This is an optimization exercise on Yosys and OpenROAD, whose aim is small area, not a production implementation. Function was checked by simulation only, so behaviour that the tests miss may differ from the original. Power figures rest on the tool's default switching activity, not on a simulated workload.

**flow/config.mk**
```make
export PLATFORM = sky130hd
export DESIGN_NAME = adventureTop
export DESIGN_NICKNAME = adventureTop
export VERILOG_FILES = /design/flow/design.v
export SDC_FILE = /design/flow/constraint.sdc
export NUM_CORES = 4
export LEC_CHECK = 0
export CAP_MARGIN = 20
export CORE_MARGIN = 2
export CORE_UTILIZATION = 40
export SLEW_MARGIN = 20
```
**flow/constraint.sdc**
```tcl
create_clock -name core_clock -period 5.0 [get_ports {turn}]
set_input_delay 1.0000 -clock core_clock [delete_from_list [all_inputs] [get_ports {turn}]]
set_output_delay 1.0000 -clock core_clock [all_outputs]
set_load 0.01 [all_outputs]
```
**flow/design.v**
```verilog
package adventurePkg;
	typedef logic [9:0] pixelX_t;
	typedef logic [8:0] pixelY_t;
	typedef logic [3:0] roomCoord_t;
	typedef struct packed {
		logic [2:0] red;
		logic [2:0] green;
		logic [1:0] blue;
	} color_t;
	typedef enum logic [1:0] {
		HELD_NONE   = 2'd0,
		HELD_YELLOW = 2'd1,
		HELD_BLACK  = 2'd2
	} heldKey_t;
	localparam int STEP_PERIOD  = 16;
	localparam int STEP_COUNT_W = $clog2(STEP_PERIOD);
	localparam pixelX_t X_MAX        = 10'd624;
	localparam pixelX_t X_MIN        = 10'd16;
	localparam pixelY_t Y_MAX        = 9'd470;
	localparam pixelY_t Y_MIN        = 9'd10;
	localparam pixelX_t ENTRY_LEFT   = 10'd20;
	localparam pixelX_t ENTRY_RIGHT  = 10'd619;
	localparam pixelY_t ENTRY_TOP    = 9'd14;
	localparam pixelY_t ENTRY_BOTTOM = 9'd466;
	localparam roomCoord_t ROOM_LIMIT = 4'd8;
	localparam int PUSH_BACK = 7;
	localparam pixelX_t START_X         = 10'd320;
	localparam pixelY_t START_Y         = 9'd380;
	localparam roomCoord_t START_ROOM_X = 4'd3;
	localparam roomCoord_t START_ROOM_Y = 4'd5;
	localparam int PLAYER_HALF = 9;
	localparam pixelX_t YELLOW_KEY_X         = 10'd128;
	localparam pixelY_t YELLOW_KEY_Y         = 9'd220;
	localparam roomCoord_t YELLOW_KEY_ROOM_X = 4'd3;
	localparam roomCoord_t YELLOW_KEY_ROOM_Y = 4'd5;
	localparam pixelX_t BLACK_KEY_X          = 10'd128;
	localparam pixelY_t BLACK_KEY_Y          = 9'd220;
	localparam roomCoord_t BLACK_KEY_ROOM_X  = 4'd4;
	localparam roomCoord_t BLACK_KEY_ROOM_Y  = 4'd7;
	localparam int KEY_W        = 32;
	localparam int KEY_H        = 8;
	localparam int KEY_ROW      = 4;     
	localparam int CARRY_OFFSET = 15;
	localparam pixelX_t GATE_X = 10'd304;
	localparam pixelY_t GATE_Y = 9'd280;
	localparam int GATE_BARS   = 4;
	localparam int GATE_PITCH  = 10;
	localparam int GATE_BAR_W  = 5;
	localparam int GATE_BAR_H  = 80;
	localparam roomCoord_t YELLOW_CASTLE_X = 4'd3;
	localparam roomCoord_t YELLOW_CASTLE_Y = 4'd5;
	localparam roomCoord_t BLACK_CASTLE_X  = 4'd1;
	localparam roomCoord_t BLACK_CASTLE_Y  = 4'd3;
	localparam pixelX_t UNLOCK_X_LO  = 10'd288;
	localparam pixelX_t UNLOCK_X_HI  = 10'd352;
	localparam pixelY_t UNLOCK_Y     = 9'd360;
	localparam pixelY_t GATE_BLOCK_Y = 9'd352;
	localparam color_t COLOR_YELLOW     = 8'hFC;
	localparam color_t COLOR_BLACK      = 8'h00;
	localparam color_t COLOR_MAZE       = 8'h27;
	localparam color_t COLOR_GREEN      = 8'h1C;
	localparam color_t COLOR_DEFAULT    = 8'hFF;
	localparam color_t COLOR_KEY_ROOM   = 8'hF0;
	localparam color_t COLOR_CHALICE    = 8'h87;
	localparam color_t COLOR_BLACK_YARD = 8'hCC;
	localparam color_t COLOR_LEFT_HALL  = 8'h78;
	localparam color_t COLOR_RIGHT_HALL = 8'h90;
endpackage
import adventurePkg::*;
module adventureTop (
	input  logic       turn,
	input  logic       rst,
	input  logic [3:0] buttons,
	input  adventurePkg::pixelX_t    pixelX,
	input  adventurePkg::pixelY_t    pixelY,
	input  logic       blank,
	input  adventurePkg::color_t     mapPixel,
	output adventurePkg::color_t     color,
	output adventurePkg::roomCoord_t roomX,
	output adventurePkg::roomCoord_t roomY,
	output adventurePkg::color_t     roomColor
);
	logic [3:0] count;
	logic       step;
	logic       bump;
	logic [9:0] pX;
	logic [8:0] pY;
	logic [9:0] cX, oX;
	logic [8:0] cY, oY;
	logic       yU, bU;
	logic [1:0] held;
	function automatic logic [9:0] sub10(input logic [9:0] a, input logic [9:0] b);
		logic c;
		c = 1'b1;
		for (int i = 0; i < 10; i++) begin
			sub10[i] = a[i] ^ ~b[i] ^ c;
			c = (a[i] & ~b[i]) | (a[i] & c) | (~b[i] & c);
		end
	endfunction
	function automatic logic [8:0] sub9(input logic [8:0] a, input logic [8:0] b);
		logic c;
		c = 1'b1;
		for (int i = 0; i < 9; i++) begin
			sub9[i] = a[i] ^ ~b[i] ^ c;
			c = (a[i] & ~b[i]) | (a[i] & c) | (~b[i] & c);
		end
	endfunction
	function automatic logic [9:0] add10(input logic [9:0] a, input logic [9:0] b);
		logic c;
		c = 1'b0;
		for (int i = 0; i < 10; i++) begin
			add10[i] = a[i] ^ b[i] ^ c;
			c = (a[i] & b[i]) | (a[i] & c) | (b[i] & c);
		end
	endfunction
	function automatic logic [8:0] add9(input logic [8:0] a, input logic [8:0] b);
		logic c;
		c = 1'b0;
		for (int i = 0; i < 9; i++) begin
			add9[i] = a[i] ^ b[i] ^ c;
			c = (a[i] & b[i]) | (a[i] & c) | (b[i] & c);
		end
	endfunction
	function automatic adventurePkg::color_t roomLookup(input logic [3:0] x, input logic [3:0] y);
		if (x == 4'd3 && y <= 4'd5)
			roomLookup = COLOR_YELLOW;
		else if (x == 4'd4 && y == 4'd7)
			roomLookup = COLOR_KEY_ROOM;
		else if (x == 4'd1 && y == 4'd1)
			roomLookup = COLOR_CHALICE;
		else if (x == 4'd1 && y == 4'd2)
			roomLookup = COLOR_BLACK_YARD;
		else if (x == 4'd1 && y == 4'd3)
			roomLookup = COLOR_BLACK;
		else if (x == 4'd1 || (x == 4'd2 && y < 4'd6))
			roomLookup = COLOR_MAZE;
		else if (x == 4'd2 && y == 4'd6)
			roomLookup = COLOR_LEFT_HALL;
		else if (x == 4'd3 && y == 4'd6)
			roomLookup = COLOR_GREEN;
		else if (x == 4'd4 && y == 4'd6)
			roomLookup = COLOR_RIGHT_HALL;
		else
			roomLookup = COLOR_DEFAULT;
	endfunction
	function automatic logic keyShape(input logic [9:0] dx, input logic [8:0] dy,
			input logic [9:0] kx, input logic [8:0] ky);
		logic top, mid, low;
		logic sA, sB, sC, sD, sE;
		sA = !(kx >= 10'd977 && kx <= 10'd986);    
		sB = !(kx >= 10'd985 && kx <= 10'd1008);   
		sC = !(kx >= 10'd977 && kx <= 10'd980);    
		sD = !(kx >= 10'd1005 && kx <= 10'd1008);  
		sE = !(kx >= 10'd997 && kx <= 10'd1000);   
		top = ky >= 9'd4 && dy >= 9'd508;
		mid = ky <= 9'd507 && dy <= 9'd3;
		low = !(ky >= 9'd504 && ky <= 9'd507) && dy >= 9'd4 && dy <= 9'd7;
		keyShape = (top && sA && dx >= 10'd37 && dx <= 10'd47)
			|| (mid && ((sB && dx >= 10'd15 && dx <= 10'd39) || (sC && dx >= 10'd43 && dx <= 10'd47)))
			|| (low && ((sD && dx >= 10'd15 && dx <= 10'd19) || (sE && dx >= 10'd23 && dx <= 10'd27)
				|| (sA && dx >= 10'd37 && dx <= 10'd47)));
	endfunction
	logic [9:0] dpX, dcX, doX;
	logic [8:0] dpY, dcY, doY;
	logic inYRoom, inBRoom, inBCastle;
	logic gateBar, gateShown, gateZone;
	logic shapeC, shapeO, yellowHit, blackHit, playerHit;
	assign dpX = sub10(pixelX, pX);
	assign dpY = sub9(pixelY, pY);
	assign dcX = sub10(pixelX, cX);
	assign dcY = sub9(pixelY, cY);
	assign doX = sub10(pixelX, oX);
	assign doY = sub9(pixelY, oY);
	assign inYRoom   = roomX == 4'd3 && roomY == 4'd5;
	assign inBRoom   = roomX == 4'd4 && roomY == 4'd7;
	assign inBCastle = roomX == 4'd1 && roomY == 4'd3;
	assign gateShown = (inYRoom && !yU) || (inBCastle && !bU);
	assign gateBar = ((pixelX >= 10'd304 && pixelX < 10'd309) || (pixelX >= 10'd314 && pixelX < 10'd319)
		|| (pixelX >= 10'd324 && pixelX < 10'd329) || (pixelX >= 10'd334 && pixelX < 10'd339))
		&& pixelY >= 9'd280 && pixelY <= 9'd360;
	assign shapeC = keyShape(dcX, dcY, cX, cY);
	assign shapeO = keyShape(doX, doY, oX, oY);
	assign yellowHit = !yU && (inYRoom || held == 2'd1) && (held == 2'd1 ? shapeC : shapeO);
	assign blackHit  = !bU && (inBRoom || held == 2'd2) && (held == 2'd2 ? shapeC : shapeO);
	assign playerHit = pX >= 10'd9 && pX <= 10'd1014 && (dpX >= 10'd1015 || dpX <= 10'd8)
		&& pY >= 9'd9 && pY <= 9'd502 && (dpY >= 9'd503 || dpY <= 9'd8);
	assign gateZone = pX > 10'd288 && pY < 9'd352;
	always_ff @(posedge turn) begin
		if (rst) begin
			color <= '0;
			bump <= 1'b0;
		end else if (blank) begin
			color <= '0;
		end else begin
			if (gateShown && gateBar)
				color <= COLOR_BLACK;
			else if (yellowHit)
				color <= COLOR_YELLOW;
			else if (blackHit)
				color <= COLOR_BLACK;
			else if (playerHit)
				color <= roomColor;
			else
				color <= mapPixel;
			if (playerHit) begin
				if (inYRoom && gateZone)
					bump <= !yU;
				else if (inBCastle && gateZone)
					bump <= !bU;
				else
					bump <= mapPixel == roomColor;
			end
		end
	end
	always_ff @(posedge turn) begin
		if (rst) begin
			count <= '0;
			step <= 1'b0;
		end else begin
			count <= count + 4'd1;
			step <= count == 4'd15;
		end
	end
	logic [3:0] rightRoomX, rightRoomY, leftRoomX, leftRoomY;
	logic [9:0] nX;
	logic [8:0] nY;
	always_comb begin
		rightRoomX = roomX + 4'd1;
		rightRoomY = roomY;
		leftRoomX = roomX - 4'd1;
		leftRoomY = roomY;
		if (roomX == 4'd1 && roomY == 4'd6) begin
			rightRoomX = 4'd1;
			rightRoomY = 4'd4;
			leftRoomX = 4'd2;
			leftRoomY = 4'd4;
		end else if (roomX == 4'd2 && roomY == 4'd5) begin
			rightRoomX = 4'd1;
			rightRoomY = 4'd5;
		end else if (roomX == 4'd2 && roomY == 4'd4) begin
			rightRoomX = 4'd1;
			rightRoomY = 4'd6;
		end else if (roomX == 4'd1 && roomY == 4'd5) begin
			leftRoomX = 4'd2;
			leftRoomY = 4'd5;
		end else if (roomX == 4'd1 && roomY == 4'd4) begin
			leftRoomX = 4'd1;
			leftRoomY = 4'd6;
		end
	end
	always_comb begin
		nX = pX;
		if (buttons[3] && pX > 10'd16)
			nX = add10(pX, bump ? 10'd7 : 10'h3FF);
		else if (buttons[0] && pX < 10'd624)
			nX = add10(pX, bump ? 10'h3F9 : 10'd1);
		nY = pY;
		if (buttons[2] && pY > 9'd10)
			nY = add9(pY, bump ? 9'd7 : 9'h1FF);
		else if (buttons[1] && pY < 9'd470)
			nY = add9(pY, bump ? 9'h1F9 : 9'd1);
	end
	always_ff @(posedge turn) begin
		if (rst) begin
			pX <= START_X;
			pY <= START_Y;
			roomX <= START_ROOM_X;
			roomY <= START_ROOM_Y;
			roomColor <= COLOR_YELLOW;
		end else if (step) begin
			pX <= nX;
			pY <= nY;
			if (pX >= 10'd624 && roomX != 4'd8) begin
				roomX <= rightRoomX;
				roomY <= rightRoomY;
				pX <= 10'd20;
			end else if (pY >= 9'd470 && roomY != 4'd8) begin
				roomY <= roomY + 4'd1;
				pY <= 9'd14;
			end else if (pY <= 9'd10 && roomY != 4'd0) begin
				roomY <= roomY - 4'd1;
				pY <= 9'd466;
			end else if (pX <= 10'd16 && roomX != 4'd0) begin
				roomX <= leftRoomX;
				roomY <= leftRoomY;
				pX <= 10'd619;
			end
			roomColor <= roomLookup(roomX, roomY);
		end
	end
	logic onO, atUnlock, pickO;
	logic [9:0] dkX;
	logic [8:0] dkY;
	assign dkX = sub10(pX, oX);
	assign dkY = sub9(pY, oY);
	assign onO = (oX <= 10'd976 || oX >= 10'd1009) && dkX >= 10'd16 && dkX <= 10'd46
		&& oY >= 9'd4 && oY <= 9'd503 && (dkY >= 9'd509 || dkY <= 9'd7);
	assign atUnlock = pX > 10'd288 && pX < 10'd352 && pY < 9'd360;
	assign pickO = onO && (held == 2'd1 ? (inBRoom && !bU) : (inYRoom && !yU));
	always_ff @(posedge turn) begin
		if (rst) begin
			cX <= YELLOW_KEY_X - 10'd15;
			cY <= YELLOW_KEY_Y;
			oX <= YELLOW_KEY_X - 10'd15;
			oY <= YELLOW_KEY_Y;
			yU <= 1'b0;
			bU <= 1'b0;
			held <= 2'd0;
		end else if (step) begin
			if (held == 2'd0) begin
				if (pickO)
					held <= 2'd1;
				else if (inBRoom && onO)
					held <= 2'd2;
			end else begin
				if (pickO) begin
					held <= ~held;
					cX <= oX;
					cY <= oY;
					oX <= pX;
					oY <= pY;
				end else begin
					cX <= pX;
					cY <= pY;
				end
				if (held == 2'd1 && inYRoom && atUnlock)
					yU <= 1'b1;
				if (held == 2'd2 && inBCastle && atUnlock)
					bU <= 1'b1;
			end
		end
	end
endmodule
```
**flow/run.sh**
```bash
#!/bin/bash
# synth_recipe.tcl (not shown) runs the flow's synth.tcl, then flattens the netlist and writes it again
# the make line also repeats each setting of config.mk as NAME=value (left out here)
make -C /OpenROAD-flow-scripts/flow DESIGN_CONFIG=/design/flow/config.mk WORK_HOME=/design/flow/orfs CLKGATE_MAP_FILE= SYNTH_SCRIPT=/design/flow/synth_recipe.tcl finish
```
==> impl_results.md <==
* Core Region at 21000 µm²
* Hold path depth at 1
* Leak Pwr at 4.20 nW
* Xor/xnor share of the synthesized area at 2.87%
* FFs w/ async S/R, synth at 0%
* Max FO, Critical Path at 6
* Placed cell areas at 9840 µm²
* Status: complete, but fails checks
* Vias in the first global route at 7653
* Cell area after synthesis at 8590 µm²
* Dpl cells at 1361
* Finished layout cell area at 10500 µm²
* Hold EP: count[0]
* MaxCap Viol Count at 0
* Uppermost layer routed: met4
* Skew-Pair Late Insertion Delay at 0.36 ns
* Crit share post-route at 112%
* Critical path's most frequent cell: fa_2
* Post-layout util at 50.2%
* PortBufs at 57
* Minimum clock period at 5.58 ns
* R2r worst-path depth at 16
* Clk slew on worst S/H paths at 0.06 ns
* Crit Path Class: in -> reg
* HPWL Detailed at 19.0 mm
* CTS Root Cell: clkbuf_16
* Post-synth EDFFs at 0
* FF-to-FF End: color[4]
* Post-Synth Adder-Cell Area at 23.0%
* Flip-flop and latch area at 1800 µm²
* Crit-path cells: buf_12, inv_16, buf_4, ha_4, inv_2, fa_2, fa_2, fa_2, fa_2, fa_2, fa_2, fa_2, or4_4, a211o_1, o211ai_4, nand4_1, a211o_1, o21ai_1
* Reg-to-Reg Start: oY[0]
* Crit. End Element: flop
* Clock Skews at 0.0117 ns
* Die X at 151 µm
* Non-filler instance count after layout at 1394
* Residual DRC at 0
* Initial antenna violation count at 1
* Layout filler cell count at 2016
* 1st-pass router iterations at 5
* Initial drt markers at 519
* Global placer's final weighted congestion at 0.870
* Post-Syn Instances at 1017
* Multi-input gate area at 6420 µm²
* Buf/Inv on CP at 4
* Routed vias at 7869
* Worst Setup Start Kind: input pin
* Initial Utilization at 40.9%
* First-pass GRT wire length at 40.9 mm
* Synth Area in Simple Gates at 18.9%
* Met2 routed WL at 11.8 mm
* Post-synthesis net count at 1160
* Complex-gate fraction of the synthesized area at 22.0%
* Seq/Total Area, Yosys at 21.0%
* Clock Path Buffers at 2
* Worst setup margin at -0.583 ns
* Total power at 1.69 mW
* F_max at 179 MHz
* GRT Overall Usage at 23.2%
* Average wire per standard cell at 18.2 µm
* Final hold vios at 0
* Critical path's largest stage delay at 0.55 ns
* Crit path max-delay cell type: or4_4
* CP Data Arrival Time at 5.87 ns
* Final net count at 1256
* Maximum vdd drop at 0.162 mV
* IO Pins at 58
* TritonCTS Sinks at 90
* M1 WL at 11.8 mm
* Crit-path leading delay family: adder cells
* Vias/cell at 5.64
* CTS tree: built
* Die Area at 22700 µm²
* CTS Buf Count at 9
* RSZ-0062 raised after global routing: true
* Largest family of logic cells by synthesized area: adder cells
* Std-Cell Rows at 53
* Hold WC Path Type: reg -> reg
* Worst Max-Slew Pin Slew at 1.19 ns
* R2R setup slack at -0.23 ns
* Blocking Checks: negative setup slack
* Slew Viols, Final at 0
* Primary FF master, synth: dfxtp_1
* Data required time of the worst path at 5.28 ns
* Place WS at -1.27 ns
* CP Launch Point: pixelY[0]
* Mean area per synthesized cell at 8.45 µm²
* Routed WL at 25.4 mm
* Rel. slew slack at 20.3%
* # setup viols final at 9
* Synth warn at 1
* DIE HEIGHT at 151 µm
* Final Hold Slack at 0.456 ns
* Post-synthesis mux area share at 4.66%
* Layout area overhead at 22.7%
* Setup TNS at -4.48 ns
* Post-synthesis cell type count at 84
* Routed Antenna Nets at 0
* FF+latch count, synth at 90
* Share of cells above drive strength 1 at 17.4%
* Metal3 WL at 1.22 mm
* Hold path startpoint: count[0]
* PwrDens at 161 nW/µm²
* H-tree depth at 3
* Largest net degree at the start of global routing at 52
* Grt ovf at 0
==> cell families (layout without fill, tap and decap cells) <==
kind of cell             count (synthesis)  after routing
adder cells (fa/ha/maj)                109            109
flip-flops                              90             90
AO/OA/AOI/OAI                          271            271
multiplexers                            40             40
other                                    0              1
buffers and inverters                  156            257
AND/OR/NAND/NOR                        326            326
XOR/XNOR                                25             25
==> final cells by class <==
type | instances | area share (%)
diodes | 1 | 0.0237
clock buffers | 9 | 2.14
clock inverters | 7 | 0.712
inverters | 101 | 3.75
multi-input cells | 771 | 60.9
flip-flops and latches | 90 | 17.1
well taps | 275 | 3.26
repair buffers | 140 | 12.1
==> cell usage after synthesis (all sizes together), types with 27 or more instances <==
cell type / number / area share [%]
a211oi: 28 / 2.4
a21oi: 50 / 3.1
clkbuf: 36 / 1.6
dfxtp: 90 / 21
fa: 82 / 19
ha: 27 / 3.9
inv: 99 / 4.3
mux2i: 40 / 4.7
nand2: 88 / 3.9
nor2: 90 / 4.0
nor3: 29 / 1.7
o21ai: 58 / 3.4
==> sequential cells by signal, indices dropped and copies added (netlist names) <==
register,count
cX,10
color,8
cY,9
count,4
roomColor,7
roomY,4
held,2
bU,1
pX,10
oY,9
bump,1
roomX,4
step,1
yU,1
oX,10
pY,9
==> layer usage <==
layer | up-vias | track usage (%)
met5 | - | 0
met4 | 0 | 7.59
met3 | 37 | 3.58
met2 | 193 | 36.8
met1 | 3817 | 32.3
li1 | 3822 | -
==> repair_timing <==
action / CTS / global route
resized for setup: 41 / 43
endpoints found under the setup margin: 48 / 48
setup buffers: 9 / 6
pin swaps: 18 / 29
hold buffers: 0 / 0
cloned: 2 / 0
hold endpoints to repair: 0 / 0
==> worst max path at each step <==
stage               endpoint  slack [ns]  depth (start not counted)
finish              color[4]       -0.58                         18
global route        color[7]       -0.76                         20
CTS                 color[4]       -0.60                         18
detailed placement  color[4]       -1.27                         20
global placement    color[4]       -1.19                         20
floorplan           color[2]       -0.33                         18
==> placed cells by master, fill, tap and decap left out, types with 4 or more instances in the layout <==
cell type and instances:
inv_1 91, dfxtp_1 89, nor2_1 87, nand2_1 83, buf_4 70, clkdlybuf4s50_1 52
o21ai_0 51, a21oi_1 47, fa_1 46, mux2i_1 38, fa_2 36, nor3_1 27
a211oi_1 26, ha_1 24, o211ai_1 22, nand3_1 22, a31oi_1 19, a211o_1 17
nand2b_1 15, nand4_1 11, xnor2_1 11, nor2b_1 10, xor2_1 10, clkbuf_16 9
buf_6 9, nand4b_1 8, o31ai_1 8, inv_2 7, nor4_1 7, o21ai_1 6
or4_1 6, a2111oi_0 6, o22ai_1 6, o221ai_1 6, nand2_2 5, and2_1 5
a21o_1 5, nor3b_1 5, nor4b_1 4, a221oi_1 4
==> report_power, final <==
group	switching (mW)	internal, mW	total [mW]
combinational	0.136	0.125	0.262
clock	0.316	0.392	0.708
sequential	0.00285	0.721	0.724

==> re-timing with driven ports <==
How much do the figures lean on ideal ports? The routed layout below was timed once more, with nothing changed but the port constraints.
Step 1 sets driving cells, clkbuf_16 on the clock port and buf_2 on the other inputs (assumed; they add their load-dependent delay and slew).
Step 2 adds t to the input delays and takes it off the output delays; t is the mean of the earliest and latest rising clock arrival at the registers after step 1. Input paths then give back, and output paths get back, about the clock's delay inside the block.
Three values: ideal, step 1, step 2; two values: the first two.
t (ns): 0.399
setup WS [ns]: -0.583 / -0.585 / -0.984
pins driven straight from the clock port: 1
The setup slack of this run moves by -0.002 ns with the drivers and by -0.401 ns with both steps.
